From an optimization exercise on the open Yosys and OpenROAD flow, aimed at small area, a short achievable clock period and few clock cycles per item; shortcuts taken in it are not production practice.
RTL that was checked went through simulation tests only; none was proved equivalent to the original.
Power figures rest on the tool's default switching activity, not on a simulated workload.

==> flow/design.v <==
package lsfws_pkg;
    localparam int WINDOW_SIZE = 5;
    localparam int MID_INDEX   = WINDOW_SIZE / 2;
    localparam int FILL_W      = $clog2(WINDOW_SIZE + 1);
    localparam int POS_W       = 32;
    localparam int SCORE_W     = 17;
    localparam int QUEUE_DEPTH = 2;
    localparam int QPTR_W      = (QUEUE_DEPTH > 1) ? $clog2(QUEUE_DEPTH) : 1;
    localparam int QCNT_W      = $clog2(QUEUE_DEPTH + 1);
    localparam int PADDR_W     = 3;
    localparam int PDATA_W     = 32;
    localparam logic [SCORE_W-1:0] THRESHOLD_RESET = 17'd64881;
    localparam logic FUNC_INSERT = 1'b0;
    localparam logic FUNC_FLUSH  = 1'b1;
    localparam logic [PADDR_W-3:0] REG_SCORE_THRESHOLD = '0;
    typedef logic [POS_W-1:0]   pos_t;
    typedef logic [SCORE_W-1:0] score_t;
    typedef struct packed {
        logic   func;
        pos_t   position;
        score_t score;
    } item_t;
    typedef struct packed {
        pos_t kept_position;
        logic last;
    } result_t;
    typedef struct packed {
        pos_t [WINDOW_SIZE-1:0] positions;
        logic [WINDOW_SIZE-1:0] mask;
    } job_t;
endpackage
module low_score_flank_window_selector
(
    input  logic               clk,
    input  logic               rst_n,
    input  logic               psel,
    input  logic               penable,
    input  logic               pwrite,
    input  logic [lsfws_pkg::PADDR_W-1:0] paddr,
    input  logic [lsfws_pkg::PDATA_W-1:0] pwdata,
    output logic [lsfws_pkg::PDATA_W-1:0] prdata,
    output logic               pready,
    input  logic               item_valid,
    output logic               item_stall,
    input  lsfws_pkg::item_t              item,
    output logic               result_valid,
    input  logic               result_stall,
    output lsfws_pkg::result_t            result
);
    localparam int SLOTS   = 12;             
    localparam int NSCORE  = 4;              
    localparam int SCORE_W = lsfws_pkg::SCORE_W;
    localparam int POS_W   = lsfws_pkg::POS_W;
    localparam int PDATA_W = lsfws_pkg::PDATA_W;
    lsfws_pkg::score_t              threshold_reg;
    logic [SLOTS-1:0][POS_W-1:0]    pos_reg;
    logic [SLOTS-1:0]               pend_reg;
    logic [SLOTS-1:0]               last_reg;
    logic [4:0]                     kept_reg;
    logic [NSCORE-1:0][SCORE_W-1:0] score_reg;
    logic [2:0]                     fill_reg;
    logic                           out_valid_reg;
    lsfws_pkg::result_t             out_reg;
    assign pready = 1'b1;
    always_ff @(posedge clk or negedge rst_n)
    begin
        if (!rst_n)
            threshold_reg <= lsfws_pkg::THRESHOLD_RESET;
        else if (psel && penable && pwrite && !paddr[2])
            threshold_reg <= pwdata[SCORE_W-1:0];
    end
    assign prdata = paddr[2] ? '0 : PDATA_W'(threshold_reg);
    logic             accept;
    logic             insert;
    logic             flush;
    logic [NSCORE-1:0] below;
    logic             full;
    logic             low;
    logic [4:0]       win;         
    logic [4:0]       kept_sh;     
    logic [4:0]       newp;        
    assign item_stall = pend_reg[SLOTS-1];
    assign accept     = item_valid && !item_stall;
    assign insert     = accept && !item.func;
    assign flush      = accept && item.func;
    assign full       = (fill_reg == 3'd5);
    always_comb
    begin
        for (int i = 0; i < NSCORE; i++)
            below[i] = (score_reg[i] < threshold_reg);
        if (item.func)
        begin
            kept_sh = kept_reg;
            win     = 5'b00000;
            for (int i = 0; i < 5; i++)
                win[i] = (3'(i) < fill_reg);
            if (full)
                low = below[1] | below[0];
            else
                low = |(below & win[NSCORE-1:0]);
        end
        else
        begin
            kept_sh = {kept_reg[3:0], 1'b0};
            win     = 5'b00000;
            for (int i = 0; i < 5; i++)
                win[i] = (3'(i) <= fill_reg);
            if (full)
                low = below[1];                          
            else if (fill_reg == 3'd4)
                low = below[3] | below[2] | below[1];    
            else
                low = 1'b0;
        end
        newp = low ? (win & ~kept_sh) : 5'b00000;
    end
    logic [SLOTS-1:0] pick;        
    logic             any_pend;
    logic             load_out;
    logic [POS_W-1:0] pick_pos;
    logic             pick_last;
    always_comb
    begin
        pick = '0;
        for (int i = 0; i < SLOTS; i++)
            if (pend_reg[i])
            begin
                pick    = '0;
                pick[i] = 1'b1;
            end
        pick_pos  = '0;
        pick_last = 1'b0;
        for (int i = 0; i < SLOTS; i++)
        begin
            pick_pos  = pick_pos | (pick[i] ? pos_reg[i] : '0);
            pick_last = pick_last | (pick[i] & last_reg[i]);
        end
    end
    assign any_pend = |pend_reg;
    assign load_out = any_pend && (!out_valid_reg || !result_stall);
    logic [SLOTS-1:0] pend_left;
    assign pend_left = load_out ? (pend_reg & ~pick) : pend_reg;
    always_ff @(posedge clk or negedge rst_n)
    begin
        if (!rst_n)
        begin
            pend_reg      <= '0;
            fill_reg      <= '0;
            out_valid_reg <= 1'b0;
        end
        else
        begin
            if (insert)
            begin
                pend_reg <= {pend_left[SLOTS-2:0], 1'b0} | SLOTS'(newp);
                if (!full)
                    fill_reg <= fill_reg + 3'd1;
            end
            else if (flush)
            begin
                pend_reg <= pend_left | SLOTS'(newp);
                fill_reg <= '0;
            end
            else
                pend_reg <= pend_left;
            if (load_out)
                out_valid_reg <= 1'b1;
            else if (!result_stall)
                out_valid_reg <= 1'b0;
        end
    end
    always_ff @(posedge clk)
    begin
        if (insert)
        begin
            pos_reg   <= {pos_reg[SLOTS-2:0], item.position};
            last_reg  <= {last_reg[SLOTS-2:0], low};
            score_reg <= {score_reg[NSCORE-2:0], item.score};
            kept_reg  <= kept_sh | newp;
        end
        else if (flush)
        begin
            last_reg[0] <= last_reg[0] | newp[0];
            kept_reg    <= 5'b00000;
        end
        if (load_out)
            out_reg <= {pick_pos, pick_last};
    end
    assign result_valid = out_valid_reg;
    assign result       = out_reg;
endmodule
Settings: LEC_CHECK=0, CAP_MARGIN=20, CORE_MARGIN=2, CORE_UTILIZATION=40, SLEW_MARGIN=20; clock period 5.5 ns.
run.sh (not shown) runs the stock make flow with config.mk's settings and CLKGATE_MAP_FILE= SYNTH_SCRIPT=/design/flow/synth_recipe.tcl, a recipe that flattens the netlist after the stock synthesis.
Testbench counts at the start, summed over its fixed seeds: cycles 12,983, items 12,000.
Then changed:
--- a/flow/design.v
+++ b/flow/design.v
@@ -45,11 +45,11 @@
     input  lsfws_pkg::item_t              item,
     output logic               result_valid,
     input  logic               result_stall,
     output lsfws_pkg::result_t            result
 );
-    localparam int SLOTS   = 12;             
+    localparam int SLOTS   = 8;             
     localparam int NSCORE  = 4;              
     localparam int SCORE_W = lsfws_pkg::SCORE_W;
     localparam int POS_W   = lsfws_pkg::POS_W;
     localparam int PDATA_W = lsfws_pkg::PDATA_W;
     lsfws_pkg::score_t              threshold_reg;
Outcome:
- The new run completed with no timing, DRC or antenna violations
- worst setup slack hardly moves
- count of clock-buffer cells in the layout falls by 23
- final area falls by 22%
- power falls by 11%
- routed wire length falls by 26%
- worst hold slack improves by 0.0035 ns
- combinational power rises by 67%
- first-iteration DRC count falls by 36%
- fmax is about the same
- core utilization rises by 0.57 points
Only the layout flow was run in the second run of this note; the RTL was not checked for function there.

---

== main ==
low_score_flank_window_selector, a different RTL version from the one above (not shown whole).
For scale: ~740 cells after synthesis, ~250 flip-flops, ~160 I/O pins, about 0.011 mm² of cells after synthesis.
==> module low_score_flank_window_selector, before the edit <==
module low_score_flank_window_selector
(
    input  logic               clk,
    input  logic               rst_n,
    input  logic               psel,
    input  logic               penable,
    input  logic               pwrite,
    input  logic [lsfws_pkg::PADDR_W-1:0] paddr,
    input  logic [lsfws_pkg::PDATA_W-1:0] pwdata,
    output logic [lsfws_pkg::PDATA_W-1:0] prdata,
    output logic               pready,
    input  logic               item_valid,
    output logic               item_stall,
    input  lsfws_pkg::item_t              item,
    output logic               result_valid,
    input  logic               result_stall,
    output lsfws_pkg::result_t            result
);
    localparam int SLOTS   = lsfws_pkg::WINDOW_SIZE;
    localparam int SCORE_W = lsfws_pkg::SCORE_W;
    localparam int POS_W   = lsfws_pkg::POS_W;
    localparam int PDATA_W = lsfws_pkg::PDATA_W;
    lsfws_pkg::score_t           threshold_reg;
    logic [SLOTS-1:0][POS_W-1:0] pos_reg;
    logic [SLOTS-1:0]            pend_reg;
    logic [SLOTS-1:0]            last_reg;
    logic [2:0]                  unkept_reg;      
    lsfws_pkg::score_t           s1_reg;          
    lsfws_pkg::score_t           s2_reg;          
    lsfws_pkg::score_t           m_reg;           
    logic [2:0]                  fill_reg;
    logic [SLOTS-1:0]            sel_reg;         
    function automatic logic lt(input logic [SCORE_W-1:0] a, input logic [SCORE_W-1:0] b);
        logic [31:0] l;
        logic [31:0] e;
        l = '0;
        e = '1;
        for (int i = 0; i < SCORE_W; i++)
        begin
            l[i] = ~a[i] & b[i];
            e[i] = ~(a[i] ^ b[i]);
        end
        for (int w = 1; w < 32; w = w * 2)
            for (int i = 0; i + w < 32; i = i + 2 * w)
            begin
                l[i] = l[i+w] | (e[i+w] & l[i]);
                e[i] = e[i+w] & e[i];
            end
        lt = l[0];
    endfunction
    assign pready = 1'b1;
    always_ff @(posedge clk or negedge rst_n)
    begin
        if (!rst_n)
            threshold_reg <= lsfws_pkg::THRESHOLD_RESET;
        else if (psel && penable && pwrite && !paddr[2])
            threshold_reg <= pwdata[SCORE_W-1:0];
    end
    assign prdata = paddr[2] ? '0 : PDATA_W'(threshold_reg);
    logic             accept;
    logic             insert;
    logic             flush;
    logic             full;
    logic             b1;
    logic             b2;
    logic             bm;
    logic             low;
    logic [2:0]       unkept_sh;   
    logic [SLOTS-1:0] newp;        
    assign item_stall = pend_reg[SLOTS-1] && result_stall;
    assign accept     = item_valid && !item_stall;
    assign insert     = accept && !item.func;
    assign flush      = accept && item.func;
    assign full       = (fill_reg == 3'd5);
    assign b1 = lt(s1_reg, threshold_reg);
    assign b2 = lt(s2_reg, threshold_reg);
    assign bm = lt(m_reg, threshold_reg);
    always_comb
    begin
        if (item.func)
        begin
            unkept_sh = unkept_reg;
            if (full)
                low = b1 | b2;                           
            else
                low = (b1 && fill_reg >= 3'd1)
                    | (b2 && fill_reg >= 3'd2)
                    | (bm && fill_reg >= 3'd3);          
        end
        else
        begin
            unkept_sh = (unkept_reg == 3'd5) ? 3'd5 : unkept_reg + 3'd1;
            if (full)
                low = b2;                                
            else if (fill_reg == 3'd4)
                low = bm | b2;                           
            else
                low = 1'b0;
        end
        for (int i = 0; i < SLOTS; i++)
            newp[i] = low && (3'(i) < unkept_sh);
    end
    logic             deliver;
    logic [SLOTS-1:0] pend_left;
    logic [SLOTS-1:0] pend_next;
    logic [SLOTS-1:0] sel_next;
    assign result_valid = |pend_reg;
    assign deliver      = result_valid && !result_stall;
    assign pend_left    = deliver ? (pend_reg & ~sel_reg) : pend_reg;
    always_comb
    begin
        result = '0;
        for (int i = 0; i < SLOTS; i++)
            result = result | (sel_reg[i] ? {pos_reg[i], last_reg[i]} : '0);
    end
    always_comb
    begin
        if (insert)
            pend_next = {pend_left[SLOTS-2:0], 1'b0} | newp;
        else if (flush)
            pend_next = pend_left | newp;
        else
            pend_next = pend_left;
        sel_next = '0;
        for (int i = 0; i < SLOTS; i++)
            if (pend_next[i])
            begin
                sel_next    = '0;
                sel_next[i] = 1'b1;
            end
    end
    always_ff @(posedge clk or negedge rst_n)
    begin
        if (!rst_n)
        begin
            pend_reg   <= '0;
            unkept_reg <= '0;
            fill_reg   <= '0;
        end
        else
        begin
            pend_reg <= pend_next;
            if (flush || (insert && low))
                unkept_reg <= '0;
            else if (insert)
                unkept_reg <= unkept_sh;
            if (insert && !full)
                fill_reg <= fill_reg + 3'd1;
            else if (flush)
                fill_reg <= '0;
        end
    end
    always_ff @(posedge clk)
    begin
        sel_reg <= sel_next;
        if (insert)
        begin
            pos_reg  <= {pos_reg[SLOTS-2:0], item.position};
            last_reg <= {last_reg[SLOTS-2:0], low};
            s1_reg   <= item.score;
            s2_reg   <= s1_reg;
            if (fill_reg == 3'd2 || lt(s2_reg, m_reg))
                m_reg <= s2_reg;
        end
        else if (flush)
            last_reg[0] <= last_reg[0] | newp[0];
    end
endmodule
export LEC_CHECK = 0
export CAP_MARGIN = 20
export CORE_MARGIN = 2
export CORE_UTILIZATION = 60
export CTS_BUF_LIST = sky130_fd_sc_hd__clkbuf_8
export CTS_CLUSTER_DIAMETER = 60
export CTS_CLUSTER_SIZE = 16
export SETUP_SLACK_MARGIN = 2.8
export SLEW_MARGIN = 20
create_clock -name core_clock -period 5.5 [get_ports {clk}]
standard.sh (not shown) runs the stock make flow with config.mk's settings and CLKGATE_MAP_FILE= SYNTH_SCRIPT=/design/flow/synth_recipe.tcl, a recipe that flattens the netlist after the stock synthesis.
==> flow/flow/run.sh <==
#!/bin/bash
# The standard layout, with plain buf_2 cells as the port buffers (the
# standard flow picks a delay cell for them). Every tool's output goes to
# flow.log here and ORFS's own logs under orfs/logs.
set -euo pipefail
bash standard.sh "BUFFER_PORTS_ARGS=-buffer_cell sky130_fd_sc_hd__buf_2" finish > flow.log 2>&1
What the feature branch does differently from main at the input level:
--- a/flow/design.v
+++ b/flow/design.v
@@ -141,27 +141,31 @@
     always_comb
     begin
         result = '0;
         for (int i = 0; i < SLOTS; i++)
             result = result | (sel_reg[i] ? {pos_reg[i], last_reg[i]} : '0);
     end
+    logic [SLOTS-1:0] pend_sh;     
+    logic [SLOTS-1:0] sel_sh;      
+    logic [SLOTS-1:0] sel_new;     
     always_comb
     begin
-        if (insert)
-            pend_next = {pend_left[SLOTS-2:0], 1'b0} | newp;
-        else if (flush)
-            pend_next = pend_left | newp;
-        else
-            pend_next = pend_left;
-        sel_next = '0;
+        pend_sh = insert ? {pend_left[SLOTS-2:0], 1'b0} : pend_left;
+        pend_next = pend_sh | (accept ? newp : '0);
+        sel_sh  = '0;
+        sel_new = '0;
         for (int i = 0; i < SLOTS; i++)
-            if (pend_next[i])
+        begin
+            if (pend_sh[i])
             begin
-                sel_next    = '0;
-                sel_next[i] = 1'b1;
+                sel_sh    = '0;
+                sel_sh[i] = 1'b1;
             end
+            sel_new[i] = (3'(i + 1) == unkept_sh);
+        end
+        sel_next = (|pend_sh) ? sel_sh : ((accept && low) ? sel_new : '0);
     end
     always_ff @(posedge clk or negedge rst_n)
     begin
         if (!rst_n)
         begin
             pend_reg   <= '0;
Findings:
- The feature branch against main; number of cells upsized or downsized after cts is down by more than a quarter.
- Taking main as the reference, in the feature branch area after synthesis shows an increase of about 0.7%; cell area shows a reduction of 0.92%; die width shows an increase of 0.45 µm.
- The feature branch reports a higher sequential share of layout area than main does.
- Side by side, total length of routed met2 wires turned out lower in the feature branch than in main.
- When the feature branch is set beside main, its count of inverters not on the clock network in the layout turns out to be 6 larger.
Testbench counts of the feature branch, summed over its fixed seeds: cycles 14,225, items 12,000.
For main, only the layout was checked, not whether the RTL still works.

---

Another version of the RTL of low_score_flank_window_selector (not shown whole).
For scale: roughly 290 flip-flops, about 160 I/O pins, ~12000 sq um of cells after synthesis.
==> module low_score_flank_window_selector, before the edit <==
module low_score_flank_window_selector
(
    input  logic               clk,
    input  logic               rst_n,
    input  logic               psel,
    input  logic               penable,
    input  logic               pwrite,
    input  logic [lsfws_pkg::PADDR_W-1:0] paddr,
    input  logic [lsfws_pkg::PDATA_W-1:0] pwdata,
    output logic [lsfws_pkg::PDATA_W-1:0] prdata,
    output logic               pready,
    input  logic               item_valid,
    output logic               item_stall,
    input  lsfws_pkg::item_t              item,
    output logic               result_valid,
    input  logic               result_stall,
    output lsfws_pkg::result_t            result
);
    localparam int SLOTS   = lsfws_pkg::WINDOW_SIZE;
    localparam int SCORE_W = lsfws_pkg::SCORE_W;
    localparam int POS_W   = lsfws_pkg::POS_W;
    localparam int PDATA_W = lsfws_pkg::PDATA_W;
    lsfws_pkg::score_t           threshold_reg;
    logic                        thr_fresh_reg;   
    logic [SLOTS-1:0][POS_W-1:0] pos_reg;
    logic [SLOTS-1:0]            pend_reg;
    logic [SLOTS-1:0]            last_reg;
    logic [SLOTS-1:0]            kept_reg;
    lsfws_pkg::score_t           s1_reg;          
    lsfws_pkg::score_t           s2_reg;          
    lsfws_pkg::score_t           m_reg;           
    logic                        b1_reg;          
    logic                        b2_reg;          
    logic                        bm_reg;          
    logic [2:0]                  fill_reg;
    logic                        stall_reg;
    logic                        out_valid_reg;
    lsfws_pkg::result_t          out_reg;
    function automatic logic lt(input logic [SCORE_W-1:0] a, input logic [SCORE_W-1:0] b);
        logic l;
        logic e;
        l = 1'b0;
        e = 1'b1;
        for (int i = SCORE_W - 1; i >= 0; i--)
        begin
            l = l | (e & ~a[i] & b[i]);
            e = e & ~(a[i] ^ b[i]);
        end
        lt = l;
    endfunction
    logic thr_write;
    assign pready    = 1'b1;
    assign thr_write = psel && penable && pwrite && !paddr[2];
    always_ff @(posedge clk or negedge rst_n)
    begin
        if (!rst_n)
        begin
            threshold_reg <= lsfws_pkg::THRESHOLD_RESET;
            thr_fresh_reg <= 1'b0;
        end
        else
        begin
            if (thr_write)
                threshold_reg <= pwdata[SCORE_W-1:0];
            thr_fresh_reg <= thr_write;
        end
    end
    assign prdata = paddr[2] ? '0 : PDATA_W'(threshold_reg);
    logic             accept;
    logic             insert;
    logic             flush;
    logic             full;
    logic             low;
    logic [SLOTS-1:0] win;         
    logic [SLOTS-1:0] kept_sh;     
    logic [SLOTS-1:0] newp;        
    assign item_stall = (stall_reg && result_stall) || thr_fresh_reg;
    assign accept     = item_valid && !item_stall;
    assign insert     = accept && !item.func;
    assign flush      = accept && item.func;
    assign full       = (fill_reg == 3'd5);
    always_comb
    begin
        win = '0;
        if (item.func)
        begin
            kept_sh = kept_reg;
            for (int i = 0; i < SLOTS; i++)
                win[i] = (3'(i) < fill_reg);
            if (full)
                low = b1_reg | b2_reg;                   
            else
                low = (b1_reg && fill_reg >= 3'd1)
                    | (b2_reg && fill_reg >= 3'd2)
                    | (bm_reg && fill_reg >= 3'd3);      
        end
        else
        begin
            kept_sh = {kept_reg[SLOTS-2:0], 1'b0};
            for (int i = 0; i < SLOTS; i++)
                win[i] = (3'(i) <= fill_reg);
            if (full)
                low = b2_reg;                            
            else if (fill_reg == 3'd4)
                low = bm_reg | b2_reg;                   
            else
                low = 1'b0;
        end
        newp = low ? (win & ~kept_sh) : '0;
    end
    logic c_item;
    logic c_1;
    logic c_2;
    logic c_m;
    logic s2_below_m;
    assign c_item     = lt(item.score, threshold_reg);
    assign c_1        = lt(s1_reg, threshold_reg);
    assign c_2        = lt(s2_reg, threshold_reg);
    assign c_m        = lt(m_reg, threshold_reg);
    assign s2_below_m = lt(s2_reg, m_reg);
    logic [SLOTS-1:0] pick;        
    logic             load_out;
    logic [POS_W-1:0] pick_pos;
    logic             pick_last;
    always_comb
    begin
        pick = '0;
        for (int i = 0; i < SLOTS; i++)
            if (pend_reg[i])
            begin
                pick    = '0;
                pick[i] = 1'b1;
            end
        pick_pos  = '0;
        pick_last = 1'b0;
        for (int i = 0; i < SLOTS; i++)
        begin
            pick_pos  = pick_pos | (pick[i] ? pos_reg[i] : '0);
            pick_last = pick_last | (pick[i] & last_reg[i]);
        end
    end
    assign load_out = (|pend_reg) && (!out_valid_reg || !result_stall);
    logic [SLOTS-1:0] pend_left;
    logic [SLOTS-1:0] pend_next;
    logic             out_valid_next;
    assign pend_left = load_out ? (pend_reg & ~pick) : pend_reg;
    always_comb
    begin
        if (insert)
            pend_next = {pend_left[SLOTS-2:0], 1'b0} | newp;
        else if (flush)
            pend_next = pend_left | newp;
        else
            pend_next = pend_left;
        out_valid_next = load_out || (out_valid_reg && result_stall);
    end
    always_ff @(posedge clk or negedge rst_n)
    begin
        if (!rst_n)
        begin
            pend_reg      <= '0;
            fill_reg      <= '0;
            stall_reg     <= 1'b0;
            out_valid_reg <= 1'b0;
        end
        else
        begin
            pend_reg <= pend_next;
            if (insert && !full)
                fill_reg <= fill_reg + 3'd1;
            else if (flush)
                fill_reg <= '0;
            stall_reg     <= pend_next[SLOTS-1] && out_valid_next;
            out_valid_reg <= out_valid_next;
        end
    end
    always_ff @(posedge clk)
    begin
        if (insert)
        begin
            pos_reg  <= {pos_reg[SLOTS-2:0], item.position};
            last_reg <= {last_reg[SLOTS-2:0], low};
            kept_reg <= kept_sh | newp;
            s1_reg   <= item.score;
            s2_reg   <= s1_reg;
            if (fill_reg == 3'd2 || s2_below_m)
                m_reg <= s2_reg;
            b1_reg   <= c_item;
            b2_reg   <= c_1;
            bm_reg   <= c_2 | (c_m && fill_reg != 3'd2);
        end
        else
        begin
            if (flush)
            begin
                last_reg[0] <= last_reg[0] | newp[0];
                kept_reg    <= '0;
            end
            b1_reg <= c_1;
            b2_reg <= c_2;
            bm_reg <= c_m;
        end
        if (load_out)
            out_reg <= {pick_pos, pick_last};
    end
    assign result_valid = out_valid_reg;
    assign result       = out_reg;
endmodule
clock: 5.5 ns
lec_check: 0
cap_margin: 20
core_margin: 2
core_utilization: 40
setup_slack_margin: 3
slew_margin: 20
run.sh (not shown) runs the stock make flow with config.mk's settings and CLKGATE_MAP_FILE= SYNTH_SCRIPT=/design/flow/synth_recipe.tcl, a recipe that flattens the netlist after the stock synthesis.
Stock flow here: none of the scripts above is used.
Testbench counts at the start, summed over its fixed seeds: cycles 14,085, items 12,000.
Rerun with:
--- a/flow/design.v
+++ b/flow/design.v
@@ -62,13 +62,10 @@
     lsfws_pkg::score_t           m_reg;           
     logic                        b1_reg;          
     logic                        b2_reg;          
     logic                        bm_reg;          
     logic [2:0]                  fill_reg;
-    logic                        stall_reg;
-    logic                        out_valid_reg;
-    lsfws_pkg::result_t          out_reg;
     function automatic logic lt(input logic [SCORE_W-1:0] a, input logic [SCORE_W-1:0] b);
         logic l;
         logic e;
         l = 1'b0;
         e = 1'b1;
@@ -103,11 +100,11 @@
     logic             full;
     logic             low;
     logic [SLOTS-1:0] win;         
     logic [SLOTS-1:0] kept_sh;     
     logic [SLOTS-1:0] newp;        
-    assign item_stall = (stall_reg && result_stall) || thr_fresh_reg;
+    assign item_stall = (pend_reg[SLOTS-1] && result_stall) || thr_fresh_reg;
     assign accept     = item_valid && !item_stall;
     assign insert     = accept && !item.func;
     assign flush      = accept && item.func;
     assign full       = (fill_reg == 3'd5);
     always_comb
@@ -148,11 +145,11 @@
     assign c_1        = lt(s1_reg, threshold_reg);
     assign c_2        = lt(s2_reg, threshold_reg);
     assign c_m        = lt(m_reg, threshold_reg);
     assign s2_below_m = lt(s2_reg, m_reg);
     logic [SLOTS-1:0] pick;        
-    logic             load_out;
+    logic             deliver;
     logic [POS_W-1:0] pick_pos;
     logic             pick_last;
     always_comb
     begin
         pick = '0;
@@ -168,43 +165,39 @@
         begin
             pick_pos  = pick_pos | (pick[i] ? pos_reg[i] : '0);
             pick_last = pick_last | (pick[i] & last_reg[i]);
         end
     end
-    assign load_out = (|pend_reg) && (!out_valid_reg || !result_stall);
+    assign result_valid = |pend_reg;
+    assign result       = {pick_pos, pick_last};
+    assign deliver      = result_valid && !result_stall;
     logic [SLOTS-1:0] pend_left;
     logic [SLOTS-1:0] pend_next;
-    logic             out_valid_next;
-    assign pend_left = load_out ? (pend_reg & ~pick) : pend_reg;
+    assign pend_left = deliver ? (pend_reg & ~pick) : pend_reg;
     always_comb
     begin
         if (insert)
             pend_next = {pend_left[SLOTS-2:0], 1'b0} | newp;
         else if (flush)
             pend_next = pend_left | newp;
         else
             pend_next = pend_left;
-        out_valid_next = load_out || (out_valid_reg && result_stall);
     end
     always_ff @(posedge clk or negedge rst_n)
     begin
         if (!rst_n)
         begin
-            pend_reg      <= '0;
-            fill_reg      <= '0;
-            stall_reg     <= 1'b0;
-            out_valid_reg <= 1'b0;
+            pend_reg <= '0;
+            fill_reg <= '0;
         end
         else
         begin
             pend_reg <= pend_next;
             if (insert && !full)
                 fill_reg <= fill_reg + 3'd1;
             else if (flush)
                 fill_reg <= '0;
-            stall_reg     <= pend_next[SLOTS-1] && out_valid_next;
-            out_valid_reg <= out_valid_next;
         end
     end
     always_ff @(posedge clk)
     begin
         if (insert)
@@ -229,11 +222,7 @@
             end
             b1_reg <= c_1;
             b2_reg <= c_2;
             bm_reg <= c_m;
         end
-        if (load_out)
-            out_reg <= {pick_pos, pick_last};
-    end
-    assign result_valid = out_valid_reg;
-    assign result       = out_reg;
+    end
 endmodule
Result:
- The new run ran to the end with no violations
- routed wire length is lower by about 3.8%
- cell count is lower by about 5.7%
- worst hold slack barely changes
- sequential cell count is lower by 35
- power is lower by about 18%
Only the layout flow was run in the second run of this note; the RTL was not checked for function there.

==> re-timing with driven ports <==
How much do the figures lean on ideal ports? The routed layouts below were timed once more, with nothing changed but the port constraints. Step 1: set_driving_cell puts a clkbuf_16 on clk and a buf_2 on each other input, an assumption about the parent block. Step 2 times the ports against the registers' clock, not the clock port: input delays grow and output delays shrink by t, the midpoint of the rising clock arrivals with the driver on. Three values: no drivers, after step 1, after step 2; two values: the first two.
run | t (ns) | slack for setup (ns) | worst hold slack (ns)
the first run of note 1 | 0.661 | 1.853 / 1.831 / 1.437 | 0.439 / 0.439 / 0.439
the second run of note 1 | 0.605 | 1.854 / 1.830 / 1.358 | 0.442 / 0.442 / 0.442
main | 0.563 | 2.693 / 2.649 / 2.364 | 0.452 / 0.452 / 0.452
the feature branch | 0.565 | 2.751 / 2.712 / 2.340 | 0.439 / 0.439 / 0.439
the first run of note 3 | 0.606 | 2.817 / 2.769 / 2.505 | 0.447 / 0.447 / 0.447
the second run of note 3 | 0.572 | 2.278 / 2.235 / 2.070 | 0.446 / 0.446 / 0.446
After both steps setup and hold are still met in every run listed. The setup slack of the second run of note 1, which loses most, moves by -0.024 ns with the drivers and by -0.496 ns with both steps.
